This design comes from an exercise in tuning for small area on the open sky130 flow, not from production work.
Only simulation tests tie the RTL to the original design; equivalence was not proved.
Power and IR drop assume default switching activity.

==> flow/config.mk <==
export PLATFORM = sky130hd
export DESIGN_NAME = procesador_multiciclo
export DESIGN_NICKNAME = procesador_multiciclo
export VERILOG_FILES = /design/flow/design.v
export SDC_FILE = /design/flow/constraint.sdc
export NUM_CORES = 4
export LEC_CHECK = 0
export CAP_MARGIN = 20
export CORE_MARGIN = 2
export CORE_UTILIZATION = 65
export SLEW_MARGIN = 20
==> flow/constraint.sdc <==
create_clock -name core_clock -period 6.5 [get_ports {clk}]
set_input_delay 1.3000 -clock core_clock [delete_from_list [all_inputs] [get_ports {clk}]]
set_output_delay 1.3000 -clock core_clock [all_outputs]
set_load 0.01 [all_outputs]
==> flow/design.v <==
package procesador_multiciclo_pkg;
   localparam logic [2:0] S_CLR    = 3'd0;
   localparam logic [2:0] S_FETCH  = 3'd1;
   localparam logic [2:0] S_ALIGN1 = 3'd2;
   localparam logic [2:0] S_EX1    = 3'd3;
   localparam logic [2:0] S_MEM    = 3'd4;
   localparam logic [2:0] S_ALIGN2 = 3'd5;
   localparam logic [2:0] S_EX2    = 3'd6;
   localparam logic [2:0] S_HALT   = 3'd7;
   localparam logic [3:0] C_ADD  = 4'd0;
   localparam logic [3:0] C_SUB  = 4'd1;
   localparam logic [3:0] C_AND  = 4'd2;
   localparam logic [3:0] C_OR   = 4'd3;
   localparam logic [3:0] C_SLT  = 4'd4;
   localparam logic [3:0] C_ADDI = 4'd5;
   localparam logic [3:0] C_LW   = 4'd6;
   localparam logic [3:0] C_SW   = 4'd7;
   localparam logic [3:0] C_BEQ  = 4'd8;
   localparam logic [3:0] C_J    = 4'd9;
   localparam logic [3:0] C_ILL  = 4'd10;
   localparam logic [5:0] OP_RTYPE = 6'h00;
   localparam logic [5:0] OP_ADDI  = 6'h08;
   localparam logic [5:0] OP_LW    = 6'h23;
   localparam logic [5:0] OP_SW    = 6'h2B;
   localparam logic [5:0] OP_BEQ   = 6'h04;
   localparam logic [5:0] OP_J     = 6'h02;
   localparam logic [5:0] FN_ADD = 6'h20;
   localparam logic [5:0] FN_SUB = 6'h22;
   localparam logic [5:0] FN_AND = 6'h24;
   localparam logic [5:0] FN_OR  = 6'h25;
   localparam logic [5:0] FN_SLT = 6'h2A;
   function automatic logic [3:0] decode(input logic [5:0] op, input logic [5:0] fn);
      case (op)
         OP_RTYPE: begin
            case (fn)
               FN_ADD:  decode = C_ADD;
               FN_SUB:  decode = C_SUB;
               FN_AND:  decode = C_AND;
               FN_OR:   decode = C_OR;
               FN_SLT:  decode = C_SLT;
               default: decode = C_ILL;
            endcase
         end
         OP_ADDI: decode = C_ADDI;
         OP_LW:   decode = C_LW;
         OP_SW:   decode = C_SW;
         OP_BEQ:  decode = C_BEQ;
         OP_J:    decode = C_J;
         default: decode = C_ILL;
      endcase
   endfunction
endpackage
module banco_reg_param #(
   parameter int DW = 32
) (
   input  logic          clk,
   input  logic [4:0]    ra1,
   input  logic [4:0]    ra2,
   output logic          rd1,
   output logic          rd2,
   input  logic [31:1]   we,
   input  logic          wd
);
   logic [31:0] lsb;
   assign lsb[0] = 1'b0;
   for (genvar r = 1; r < 32; r++) begin : g_reg
      logic [DW-1:0] q;
      always_ff @(posedge clk) q <= {we[r] ? wd : q[0], q[DW-1:1]};
      assign lsb[r] = q[0];
   end
   assign rd1 = lsb[ra1];
   assign rd2 = lsb[ra2];
endmodule
module procesador_multiciclo #(
   parameter int            DW       = 32,
   parameter int            AW       = 8,
   parameter logic [AW-1:0] RESET_PC = '0
) (
   input  logic          clk,
   input  logic          rst_n,
   output logic          mem_req,
   output logic          mem_we,
   output logic [AW-1:0] mem_addr,
   output logic [DW-1:0] mem_wdata,
   input  logic [DW-1:0] mem_rdata,
   input  logic          mem_ack,
   output logic          halted,
   output logic [AW-1:0] pc_dbg
);
   logic [2:0]    state, state_nx;
   logic [3:0]    cls;
   logic [4:0]    cnt;           
   logic [AW-3:0] pcw;           
   logic          pc_c;          
   logic [AW-1:0] addr;          
   logic [31:0]   dr;            
   logic [4:0]    rsq, rtq;      
   logic          c;             
   logic          f;             
   wire ex1   = (state == procesador_multiciclo_pkg::S_EX1);
   wire ex2   = (state == procesador_multiciclo_pkg::S_EX2);
   wire last  = (cnt == 5'd31);
   wire first = (cnt == 5'd0);
   wire is_r   = (cls == procesador_multiciclo_pkg::C_ADD) || (cls == procesador_multiciclo_pkg::C_SUB) || (cls == procesador_multiciclo_pkg::C_AND) ||
                 (cls == procesador_multiciclo_pkg::C_OR)  || (cls == procesador_multiciclo_pkg::C_SLT);
   wire is_imm = (cls == procesador_multiciclo_pkg::C_ADDI) || (cls == procesador_multiciclo_pkg::C_LW) || (cls == procesador_multiciclo_pkg::C_SW);
   wire inv    = (cls == procesador_multiciclo_pkg::C_SUB) || (cls == procesador_multiciclo_pkg::C_SLT) || (cls == procesador_multiciclo_pkg::C_BEQ);
   wire w1     = (cls == procesador_multiciclo_pkg::C_ADD) || (cls == procesador_multiciclo_pkg::C_SUB) || (cls == procesador_multiciclo_pkg::C_AND) ||
                 (cls == procesador_multiciclo_pkg::C_OR)  || (cls == procesador_multiciclo_pkg::C_ADDI);
   wire two    = (cls == procesador_multiciclo_pkg::C_SLT) || (cls == procesador_multiciclo_pkg::C_BEQ);   
   logic        ra, rb, wbit, wen;
   logic [4:0]  wa;
   logic [31:1] we;
   assign wa = is_r ? dr[15:11] : rtq;
   always_comb begin
      for (int r = 1; r < 32; r++)
         we[r] = (state == procesador_multiciclo_pkg::S_CLR) || (wen && wa == 5'(r));
   end
   banco_reg_param #(.DW(DW)) u_rf (
      .clk (clk),
      .ra1 (rsq),
      .ra2 (rtq),
      .rd1 (ra),
      .rd2 (rb),
      .we  (we),
      .wd  (wbit)
   );
   wire opb  = is_imm ? dr[0] : rb;
   wire opbx = opb ^ inv;
   wire cin  = first ? inv : c;
   wire sum  = ra ^ opbx ^ cin;
   wire cout = (ra & opbx) | (ra & cin) | (opbx & cin);
   always_comb begin
      wen  = 1'b0;
      wbit = 1'b0;
      if (ex1) begin
         wen = w1;
         case (cls)
            procesador_multiciclo_pkg::C_AND:   wbit = ra & rb;
            procesador_multiciclo_pkg::C_OR:    wbit = ra | rb;
            default: wbit = sum;
         endcase
      end else if (ex2) begin
         wen  = (cls == procesador_multiciclo_pkg::C_LW) || (cls == procesador_multiciclo_pkg::C_SLT);
         wbit = (cls == procesador_multiciclo_pkg::C_LW) ? dr[0] : (f & first);
      end
   end
   wire pc_upd = (cnt < 5'd6) && ((ex1 && cls != procesador_multiciclo_pkg::C_BEQ) || (ex2 && cls == procesador_multiciclo_pkg::C_BEQ));
   wire pc_add = ex2 & f & dr[0];
   wire pc_ci  = first | pc_c;
   wire pc_nb  = (cls == procesador_multiciclo_pkg::C_J) ? dr[0] : (pcw[0] ^ pc_add ^ pc_ci);
   wire fetch_now = last && ((state == procesador_multiciclo_pkg::S_CLR) ||
                             (ex1 && !two && cls != procesador_multiciclo_pkg::C_LW && cls != procesador_multiciclo_pkg::C_SW && cls != procesador_multiciclo_pkg::C_ILL) ||
                             ex2);
   wire fetching  = fetch_now || (state == procesador_multiciclo_pkg::S_FETCH);
   wire got_instr = fetching && mem_ack;
   assign mem_req   = fetching || (state == procesador_multiciclo_pkg::S_MEM);
   assign mem_we    = (state == procesador_multiciclo_pkg::S_MEM) && (cls == procesador_multiciclo_pkg::C_SW);
   assign mem_addr  = (state == procesador_multiciclo_pkg::S_MEM) ? addr : {pcw, 2'b00};
   assign mem_wdata = dr;
   assign halted    = (state == procesador_multiciclo_pkg::S_HALT);
   assign pc_dbg    = {pcw, 2'b00};
   always_comb begin
      state_nx = state;
      case (state)
         procesador_multiciclo_pkg::S_CLR:    if (last) state_nx = mem_ack ? procesador_multiciclo_pkg::S_EX1 : procesador_multiciclo_pkg::S_FETCH;
         procesador_multiciclo_pkg::S_FETCH:  if (mem_ack) state_nx = last ? procesador_multiciclo_pkg::S_EX1 : procesador_multiciclo_pkg::S_ALIGN1;
         procesador_multiciclo_pkg::S_ALIGN1: if (last) state_nx = procesador_multiciclo_pkg::S_EX1;
         procesador_multiciclo_pkg::S_EX1: begin
            if (cls == procesador_multiciclo_pkg::C_LW) begin
               if (cnt == 5'd7) state_nx = procesador_multiciclo_pkg::S_MEM;
            end else if (cls == procesador_multiciclo_pkg::C_ILL) begin
               if (cnt == 5'd5) state_nx = procesador_multiciclo_pkg::S_HALT;
            end else if (last) begin
               if (cls == procesador_multiciclo_pkg::C_SW) state_nx = procesador_multiciclo_pkg::S_MEM;
               else if (two)    state_nx = procesador_multiciclo_pkg::S_EX2;
               else             state_nx = mem_ack ? procesador_multiciclo_pkg::S_EX1 : procesador_multiciclo_pkg::S_FETCH;
            end
         end
         procesador_multiciclo_pkg::S_MEM: if (mem_ack) begin
            if (cls == procesador_multiciclo_pkg::C_SW) state_nx = procesador_multiciclo_pkg::S_FETCH;
            else             state_nx = last ? procesador_multiciclo_pkg::S_EX2 : procesador_multiciclo_pkg::S_ALIGN2;
         end
         procesador_multiciclo_pkg::S_ALIGN2: if (last) state_nx = procesador_multiciclo_pkg::S_EX2;
         procesador_multiciclo_pkg::S_EX2:    if (last) state_nx = mem_ack ? procesador_multiciclo_pkg::S_EX1 : procesador_multiciclo_pkg::S_FETCH;
         default:  state_nx = procesador_multiciclo_pkg::S_HALT;
      endcase
   end
   wire dr_ld = got_instr || ((state == procesador_multiciclo_pkg::S_MEM) && mem_ack && cls == procesador_multiciclo_pkg::C_LW);
   wire dr_sh = (ex1 && (cls == procesador_multiciclo_pkg::C_SW || ((cls == procesador_multiciclo_pkg::C_ADDI || cls == procesador_multiciclo_pkg::C_LW || cls == procesador_multiciclo_pkg::C_J) && cnt < 5'd15))) ||
                (ex2 && (cls == procesador_multiciclo_pkg::C_LW || cls == procesador_multiciclo_pkg::C_BEQ));
   always_ff @(posedge clk or negedge rst_n) begin
      if (!rst_n) begin
         state <= procesador_multiciclo_pkg::S_CLR;
         cnt   <= '0;
         pcw   <= RESET_PC[AW-1:2];
      end else begin
         state <= state_nx;
         cnt   <= cnt + 5'd1;
         if (pc_upd) pcw <= {pc_nb, pcw[AW-3:1]};
      end
   end
   always_ff @(posedge clk) begin
      if (dr_ld)      dr <= mem_rdata;
      else if (dr_sh) dr <= {rb, dr[31:1]};
      if (got_instr) begin
         cls <= procesador_multiciclo_pkg::decode(mem_rdata[31:26], mem_rdata[5:0]);
         rsq <= mem_rdata[25:21];
         rtq <= mem_rdata[20:16];
      end
      if (ex1 && cnt < 5'd8) addr <= {sum, addr[AW-1:1]};
      if (pc_upd) pc_c <= (pcw[0] & pc_add) | (pcw[0] & pc_ci) | (pc_add & pc_ci);
      if (ex1) begin
         c <= cout;
         if (cls == procesador_multiciclo_pkg::C_SLT) f <= (ra ^ rb) ? ra : sum;
         else              f <= (first | f) & ~sum;
      end
   end
endmodule
==> flow/flow/run.sh <==
#!/bin/bash
# Layout flow: the standard ORFS flow (standard.sh), with two changes in
# how the layout is made:
#  * port buffers use the smallest buffer cell (buf_1) instead of the
#    cell buffer_ports picks on its own;
#  * clock tree: clkbuf_8 leaf/tree buffers, sink clusters of up to 22
#    flip-flops within 60 um, no dummy loads.
# Each tool's full output is in the ORFS logs under orfs/logs/, and the
# make output in flow_standard.log in this folder.
set -euo pipefail
export BUFFER_PORTS_ARGS="-buffer_cell sky130_fd_sc_hd__buf_1"
export CTS_ARGS="-sink_clustering_enable -repair_clock_nets -sink_clustering_size 22 -sink_clustering_max_diameter 60 -buf_list sky130_fd_sc_hd__clkbuf_8 -dont_use_dummy_load"
bash ./standard.sh finish > flow_standard.log 2>&1
==> flow/standard.sh <==
#!/bin/bash
# synth_recipe.tcl (not shown) runs the flow's synth.tcl, then flattens the netlist and writes it again
# the make line also repeats each setting of config.mk as NAME=value (left out here)
make -C /OpenROAD-flow-scripts/flow DESIGN_CONFIG=/design/flow/config.mk WORK_HOME=/design/flow/orfs CLKGATE_MAP_FILE= SYNTH_SCRIPT=/design/flow/synth_recipe.tcl "${@:-finish}"
==> results of run 1 <==
layer usage:
metal / GRT usage, % / up-vias / wire, µm
met2: 27.1 / 142 / 14900
met4: 5.82 / 0 / 721
met5: 0 / - / 0
li1: - / 4961 / -
met1: 24.9 / 4700 / 16800
met3: 3.14 / 50 / 1180
sequential cells by signal (all words and copies together), names as in the netlist:
register / count
addr: 8
rsq: 5
state: 3
pc_c: 1
cnt: 5
dr: 32
pcw: 6
c: 1
cls: 4
rtq: 5
u_rf.g.q: 992
f: 1
layout make-up:
cell class | instances | share of cell area, %
Tap cell | 511 | 2.41
Sequential cell | 1063 | 82.5
Timing Repair Buffer | 87 | 1.44
Inverter | 18 | 0.254
Clock buffer | 56 | 2.90
Antenna cell | 1 | 0.00942
Multi-Input combinational cell | 339 | 10.5
how the worst max path moves through the flow:
stage | from | endpoint | slack [ps]
after floorplan | rtq[0]$_DFFE_PP_ | u_rf.g_reg[10].q[31]$_DFF_P_ | 2980
after global placement | rtq[1]$_DFFE_PP_ | u_rf.g_reg[29].q[31]$_DFF_P_ | 1820
after detailed placement | rtq[1]$_DFFE_PP_ | u_rf.g_reg[13].q[31]$_DFF_P_ | 1710
after CTS | rtq[1]$_DFFE_PP_ | u_rf.g_reg[18].q[31]$_DFF_P_ | 1590
after global routing | rtq[1]$_DFFE_PP_ | u_rf.g_reg[18].q[31]$_DFF_P_ | 1620
final | rtq[1]$_DFFE_PP_ | u_rf.g_reg[18].q[31]$_DFF_P_ | 1960
power by group through the flow:
| stage | Combinational [mW] | Sequential, mW | Clock, mW |
|---|---|---|---|
| 6_report | 0.144 | 6.61 | 2.46 |
| 5_1_grt | 0.162 | 6.62 | 2.76 |
| 4_1_cts | 0.142 | 6.61 | 2.55 |
| 3_5_place_dp | 0.141 | 6.76 | 0 |
| 3_3_place_gp | 0.139 | 6.76 | 0 |
| 2_1_floorplan | 0.108 | 6.74 | 0 |
worst max-delay path, cell delays in order (launching register included):
cell and delay (ps):
edfxtp_1 660, mux2_2 390, a221oi_1 290, a2111oi_0 140
nor4bb_2 720, nand4b_1 190, a221o_1 370, fa_1 580
a21oi_1 50, a311o_1 350, o311ai_2 80, buf_4 350
mux2_2 230
kinds of logic (layout without fill, tap and decap cells):
logic type	count (synthesis)	in the layout	synth area share, %
compound gates	99	99	2.44
xor+xnor	2	2	0.0702
fa+ha+maj	10	10	0.542
buf+inv	53	161	1.16
flops	1063	1063	87.8
mux	109	109	5.38
other cells	1	3	0.0150
simple gates	117	117	2.55
per-stage QoR:
| stage | setup slack, ps | hold WS (ps) | cells | util [%] |
|---|---|---|---|---|
| after CTS | 1590 | 267 | 2072 | 70.2 |
| after global routing | 1620 | 276 | 2074 | 70.4 |
| after global placement | 1820 | 310 | 2016 | 68.2 |
| after detailed placement | 1710 | 312 | 2016 | 68.2 |
| final | 1960 | 274 | 2075 | 70.4 |
| after floorplan | 2980 | 310 | 1455 | - |
cells in the final DEF, fill, tap and decap left out, types with 3 or more instances in the layout:
| cell | n |
|---|---|
| a21o_1 | 3 |
| a21oi_1 | 14 |
| a22oi_1 | 4 |
| a31oi_1 | 4 |
| buf_1 | 83 |
| clkbuf_8 | 56 |
| dfrtp_1 | 14 |
| dfxtp_1 | 992 |
| edfxtp_1 | 57 |
| ha_1 | 6 |
| inv_1 | 17 |
| mux2_2 | 78 |
| mux2i_1 | 19 |
| mux4_2 | 11 |
| nand2_1 | 27 |
| nand2b_1 | 10 |
| nand3_1 | 14 |
| nand3b_1 | 4 |
| nand4_1 | 3 |
| nor2_1 | 23 |
| nor2b_1 | 3 |
| nor3_1 | 5 |
| nor3b_1 | 4 |
| nor4_1 | 3 |
| nor4bb_1 | 3 |
| o211ai_1 | 5 |
| o21ai_0 | 42 |
| o21ai_1 | 3 |
==> metrics.md, run 1 <==
| Metric | Value |
|---|---|
| Logic gate share of total power | under 10% |
| DRT Pass-1 Iters | 4 |
| IO Pins | 86 |
| Root Buffer | clkbuf_8 |
| Number of port buffers | 83 |
| H-tree lvl count | 2 |
| Slew Viols, Final | 0 |
| Largest net degree at the start of global routing | 34 |
| Worst min-delay path class | reg2reg |
| Sequential share of power | a little under three quarters |
| Outcome | complete, no violations |
| Tightest Pin Transition | 935 ps |
| GP Congestion | around 0.84 |
| Layout Nets | about 1600 |
| Max-cap check violation count | 0 |
| Asr flop ratio synth | 1.32% |
| Avg WL per Cell | approximately 16 µm |
| Post-Syn Instances | about 1500 |
| Fillcell total | 2387 |
| Detail Placement HPWL | around 21 mm |
| Area occupied by multi-input gates | 0.00280 mm² |
| Sw power | between 1.5 and 2 mW |
| Area growth syn-to-layout | 6.51% |
| Reg2reg end | u_rf.g_reg[18].q[31]$_DFF_P_ |
| Pwr Total | about 9.2 mW |
| Sequential fraction of the synthesis area | 87.8% |
| Total length of routed wires | ~34 mm |
| Synth cell count leaders | dfxtp_1 (992), mux2_2 (78), edfxtp_1 (57), o21ai_0 (42), nand2_1 (27) |
| Part of the cycle the worst path needs | 69.9% |
| Clock transition at path regs | about 110 ps |
| Post-cts repair resize count | 0 |
| LEAKAGE | a little over 10 nW |
| Finished Cell Area | ~0.027 mm² |
| Die Wd | between 150 and 200 µm |
| Yosys top cell area share | 79.6% |
| CP Capture Type | register |
| Postcts setup bufs | 0 |
| Row count | 71 |
| Routed Antenna Nets | 0 |
| Latest clock arrival within the worst-skew pair | approximately 660 ps |
| R2R cell count | 12 |
| DR iter-0 viols | about 540 |
| RSZ-0062 raised after global routing | no |
| Storage element area | between 0.02 and 0.025 mm² |
| Synthesized area per cell | 17.2 µm² |
| Clock network fraction of total power | roughly a quarter |
| Final hold vios | 0 |
| Min-Delay Path Depth | 0 |
| Synth cell types | 68 |
| Share of layout cells above drive strength 1 | 10.2% |
| CTS tree | yes |
| Max clock buf depth | 3 |
| Final setup violation count | 0 |
| Initial antenna violation count | 2 |
| Minimum clock period | approximately 4500 ps |
| Sw frac | 19.5% |
| Worst vdd ir | around 0.00034 V |
| Vias | between 9000 and 10000 |
| Internal Power | roughly 7.4 mW |
| Crit path required time | 7020 ps |
| Most common cell in the netlist | dfxtp_1 |
| DR DRC count | 0 |
| Critical path startpoint category | register |
| Starting density of the core | around two thirds |
| Final Skew | between 80 and 90 ps |
| Primary FF master, synth | dfxtp_1 |
| First-pass GRT wire length | between 50 and 60 mm |
| Flop2flop setup slack | between 1500 and 2000 ps |
| Netlist Area Pre-Place | around 0.025 mm² |
| Vias in the first global route | between 9000 and 10000 |
| Slew HR | between 30% and 40% |
| Post-synthesis register bit count | 1063 |
| Hold Crit Endpoint | u_rf.g_reg[8].q[26]$_DFF_P_ |
| Vias per inst | ~4.7 |
| CTS sink cnt | 1063 |
| Crit path DAT | 5070 ps |
| Core Region | 0.0378 mm² |
| Pwr Density | 347 mW/mm² |
| CP Max Fanout | 31 |
| Reg2reg start | rtq[1]$_DFFE_PP_ |
| Placed Area | ~0.026 mm² |
| Dominant cell type by area after synthesis | dfxtp_1 |
| Gr ovfl total | 0 |
| Chip height | 200 µm |
| Yosys warns | 2 |
| Hold Buf Count CTS | 0 |
| Die Area | 0.0400 mm² |
| Achievable Freq | about 220 MHz |
| Synth area leaders | dfxtp_1 (80%), edfxtp_1 (6.9%), mux2_2 (3.5%) |
| CTS buffer count | 56 |
| Setup TNS | 0 ps |
| All-layer global routing usage | approximately 17% |
| CP Class | reg2reg |
| Hold Path Origin | u_rf.g_reg[8].q[27]$_DFF_P_ |
| Post-synth EDFFs | 57 |
==> run 2, diff against run 1 <==
--- a/flow/config.mk
+++ b/flow/config.mk
@@ -7,5 +7,5 @@
 export LEC_CHECK = 0
 export CAP_MARGIN = 20
 export CORE_MARGIN = 2
-export CORE_UTILIZATION = 65
+export CORE_UTILIZATION = 40
 export SLEW_MARGIN = 20
==> run 2 against run 1 <==
Effect of this change: synthesized cell count did not move; routed wire length rose by 0.86%; cell count rose by 16%; register-to-register slack improved by 40 ps; largest power group unchanged; still clean; worst setup slack improved by 43 ps.
==> metrics.md, run 2 <==
| Metric | Value |
|---|---|
| Row count | 91 (was 71) |
| Primary FF master, synth | dfxtp_1 (unchanged) |
| Part of the cycle the worst path needs | 69.2% (was 69.9%) |
| Slew HR | 24.0% (was 37.4%) |
| Die Area | 0.0644 mm² (was 0.0400 mm²) |
| Finished Cell Area | 0.0270 mm² (was 0.0266 mm²) |
| Post-Syn Instances | 1454 (unchanged) |
| Sw power | 1.81 mW (was 1.79 mW) |
| Post-synth EDFFs | 57 (unchanged) |
| GRT Max-Usage Layer | met2 (unchanged) |
| Post-synthesis adder-cell area fraction | 0.542% (unchanged) |
| Area growth syn-to-layout | 8.14% (was 6.51%) |
| Synth cell types | 68 (unchanged) |
| Setup TNS | 0 ps (unchanged) |
| Layout Cells excl Fill | 2402 (was 2075) |
| Finished Core Util | 43.7% (was 70.4%) |
| Share of layout cells above drive strength 1 | 10.4% (was 10.2%) |
| Synth Area in Simple Gates | 2.55% (unchanged) |
| Max clock buf depth | 3 (unchanged) |
| GP Congestion | 0.792 (was 0.842) |
| Sequential share of power | 71.5% (was 71.8%) |
| Number of port buffers | 83 (unchanged) |
| IO Pins | 86 (unchanged) |
| Storage element area | 0.0219 mm² (unchanged) |
| RSZ-0062 raised after global routing | no (unchanged) |
| Achievable Freq | 222 MHz (was 220 MHz) |
| CTS tree | yes (unchanged) |
| Max-cap check violation count | 0 (unchanged) |
| Netlist Area Pre-Place | 0.0250 mm² (unchanged) |
| Avg WL per Cell | 14.1 µm (was 16.2 µm) |
| LEAKAGE | 10.3 nW (about the same) |
| Crit path required time | 7070 ps (was 7020 ps) |
| Critical path startpoint category | register (unchanged) |
| Internal Power | 7.43 mW (was 7.42 mW) |
| Vias | 10008 (was 9853) |
| Largest family of logic cells by synthesized area | multiplexers (unchanged) |
| Post-synthesis mux area share | 5.38% (unchanged) |
| Logic gate share of total power | 1.6% (about the same) |
| Vias per inst | 4.17 (was 4.75) |
| Vias in the first global route | 9985 (was 9877) |
| Outcome | complete, no violations (unchanged) |
| Hold Buf Count CTS | 0 (unchanged) |
| Clock transition at path regs | 120 ps (was 110 ps) |
| Asr flop ratio synth | 1.32% (unchanged) |
| Clock network fraction of total power | 26.9% (was 26.7%) |
| Post-cts repair resize count | 0 (unchanged) |
| Sw frac | 19.6% (was 19.5%) |
| Synthesized area per cell | 17.2 µm² (unchanged) |
| CP max-delay cell | nor4bb_2 (unchanged) |
| Cells along the critical path | mux2_2 > a221oi_1 > a2111oi_0 > nor4bb_2 > nand4b_1 > a221o_1 > fa_1 > a21oi_1 > a311o_1 > o311ai_2 > buf_4 > mux2_2 (unchanged) |
| DR DRC count | 0 (unchanged) |
| CP most frequent cell | mux2_2 (unchanged) |
| Root Buffer | clkbuf_8 (unchanged) |
| Met1 global-route usage | 15.8% (was 24.9%) |
| First-pass GRT wire length | 54.7 mm (was 52.8 mm) |
| Latest clock arrival within the worst-skew pair | 700 ps (was 660 ps) |
| Total length of routed wires | 33.9 mm (was 33.6 mm) |
| Largest stage delay, worst path | 710 ps (was 720 ps) |
| Sequential fraction of the synthesis area | 87.8% (unchanged) |
| Placed Area | 0.0262 mm² (was 0.0257 mm²) |
| Dominant cell type by area after synthesis | dfxtp_1 (unchanged) |
| Fillcell total | 5493 (was 2387) |
| Minimum clock period | 4500 ps (was 4540 ps) |
| Placed cell count | 2343 (was 2016) |
| CP Class | reg2reg (unchanged) |
| Post-synthesis register bit count | 1063 (unchanged) |
| Worst vdd ir | 0.000231 V (was 0.000337 V) |
| DR iter-0 viols | 539 (was 536) |
| Core Region | 0.0617 mm² (was 0.0378 mm²) |
| Most frequent cells in the layout | dfxtp_1 (992), buf_1 (83), mux2_2 (78) (unchanged) |
| Yosys top cell area share | 79.6% (unchanged) |
| CP Capture Type | register (unchanged) |
| Final Skew | 92.1 ps (was 87.3 ps) |
| Most flop-heavy register | u_rf.g.q (unchanged) |
| Synth cell count leaders | dfxtp_1 (992), mux2_2 (78), edfxtp_1 (57), o21ai_0 (42), nand2_1 (27) (unchanged) |
| Biggest regs | u_rf.g.q x992, dr x32, addr x8 (unchanged) |
| Layout Nets | 1609 (was 1608) |
| Compound-Gate Fraction of Synth Area | 2.44% (unchanged) |
| Final setup violation count | 0 (unchanged) |
| Area occupied by multi-input gates | 0.00280 mm² (about the same) |
| Xor/xnor share of the synthesized area | 0.0702% (unchanged) |
| Yosys warns | 2 (unchanged) |
| Detail Placement HPWL | 21.1 mm (was 21.0 mm) |
| Tightest Pin Transition | 1140 ps (was 935 ps) |
| Worst min-delay path class | reg2reg (unchanged) |
| Final hold vios | 0 (unchanged) |
| Crit path DAT | 5070 ps (about the same) |
| Routed Antenna Nets | 0 (unchanged) |
| CTS sink cnt | 1063 (unchanged) |
| CP Max Fanout | 31 (unchanged) |
| Routing usage on met2 | 16.0% (was 27.1%) |
| Starting density of the core | 40.4% (was 66.1%) |
| Commonest non-fill, non-tap cell in the layout | dfxtp_1 (unchanged) |
| Gr ovfl total | 0 (unchanged) |
| Initial antenna violation count | 3 (was 2) |
| Most common cell in the netlist | dfxtp_1 (unchanged) |
| Slew Viols, Final | 0 (unchanged) |
| Max reg flops | 992 (unchanged) |
| Largest net degree at the start of global routing | 34 (unchanged) |
| CTS buffer count | 57 (was 56) |
| Synth area leaders | dfxtp_1 (80%), edfxtp_1 (6.9%), mux2_2 (3.5%) (unchanged) |
| Chip height | 254 µm (was 200 µm) |
| Pwr Total | 9.25 mW (was 9.21 mW) |
| DRT Pass-1 Iters | 4 (unchanged) |
| H-tree lvl count | 2 (unchanged) |
| Postcts setup bufs | 0 (unchanged) |
| GR met3 Demand/Resource | 2.23% (was 3.14%) |
| Die Wd | 254 µm (was 200 µm) |
| All-layer global routing usage | 10.8% (was 17.4%) |
| Pwr Density | 343 mW/mm² (was 347 mW/mm²) |
[run 2: metal layers]
layer | vias up | part of all wire, %
met3 | 61 | 4.0
met5 | - | 0
li1 | 4959 | -
met1 | 4830 | 52
met2 | 158 | 42
met4 | 0 | 2.3
[run 2: stage by stage]
step	worst slack, ps	hold WS [ps]
2_1_floorplan	2980	310
3_3_place_gp	1730	310
3_5_place_dp	1670	312
4_1_cts	1620	282
5_1_grt	1660	282
6_report	2000	281
[run 2: area by class of cell]
class	instances	share of cell area [%]
diodes	1	0.00927
flip-flops and latches	1063	81.2
multi-input cells	339	10.4
well taps	837	3.88
inverters	18	0.250
repair buffers	87	1.34
clock buffers	57	2.91
[run 2: logic make-up (layout without fill, tap and decap cells)]
group,Yosys count,in the layout
other,1,3
xor gates and xnor gates,2,2
muxes,109,109
adders and majority gates,10,10
AOI/OAI and AO/OA,99,99
DFF,1063,1063
buffers and inverters,53,162
and+or+nand+nor,117,117
[run 2: path summary, 6_finish.rpt]
check / slack [ps] / depth (start not counted) / to / start
worst max-delay path: 2000 / 12 / u_rf.g_reg[16].q[31]$_DFF_P_ / rtq[1]$_DFFE_PP_
worst min-delay path: 280 / 0 / u_rf.g_reg[24].q[14]$_DFF_P_ / u_rf.g_reg[24].q[15]$_DFF_P_
min in group asynchronous: 720 / 1 / pcw[5]$_DFFE_PN0P_ / rst_n
worst max register to register: 2000 / 12 / u_rf.g_reg[16].q[31]$_DFF_P_ / rtq[1]$_DFFE_PP_
worst min register to register: 280 / 0 / u_rf.g_reg[24].q[14]$_DFF_P_ / u_rf.g_reg[24].q[15]$_DFF_P_
max in group asynchronous: 5240 / 1 / cnt[4]$_DFF_PN0_ / rst_n
[run 2: power groups by stage]
stage	combinational [mW]	clock, mW	sequential [mW]
floorplan	0.108	0	6.74
global placement	0.139	0	6.76
detailed placement	0.142	0	6.76
CTS	0.143	2.62	6.61
global route	0.161	2.87	6.62
finish	0.145	2.49	6.61
[run 2: critical path, delay by kind of cell (launching register included)]
family / cells / cell delay [ps]
muxes: 2 / 620
DFF: 1 / 640
buffers and inverters: 1 / 340
adders and majority gates: 1 / 570
AOI/OAI and AO/OA: 6 / 1310
and+or+nand+nor: 2 / 900

-- re-timing with driven ports --
Ports are ideal in the flow. The routed layouts listed here were re-timed in OpenROAD. Step 1: set_driving_cell puts a clkbuf_16 on clk and a buf_2 on each other input, an assumption about the parent block. Step 2 also shifts input and output timing later by t, the mid clock arrival at the registers, as if the neighbouring blocks saw the same clock. Slacks: ideal / step 1 / step 2; pairs: ideal / step 1.
| run | t (ns) | setup slack, ns | worst hold slack (ns) | latest minus earliest clock arrival (ns) | worst register clock-pin slew, ns |
|---|---|---|---|---|---|
| run 1 | 0.671 | 1.957 / 1.957 / 1.957 | 0.274 / 0.274 / 0.274 | 0.088 / 0.088 | 0.12 / 0.12 |
| run 2 | 0.698 | 2.000 / 2.000 / 2.000 | 0.281 / 0.281 / 0.281 | 0.097 / 0.097 | 0.12 / 0.12 |
After both steps setup and hold are still met in every run listed.
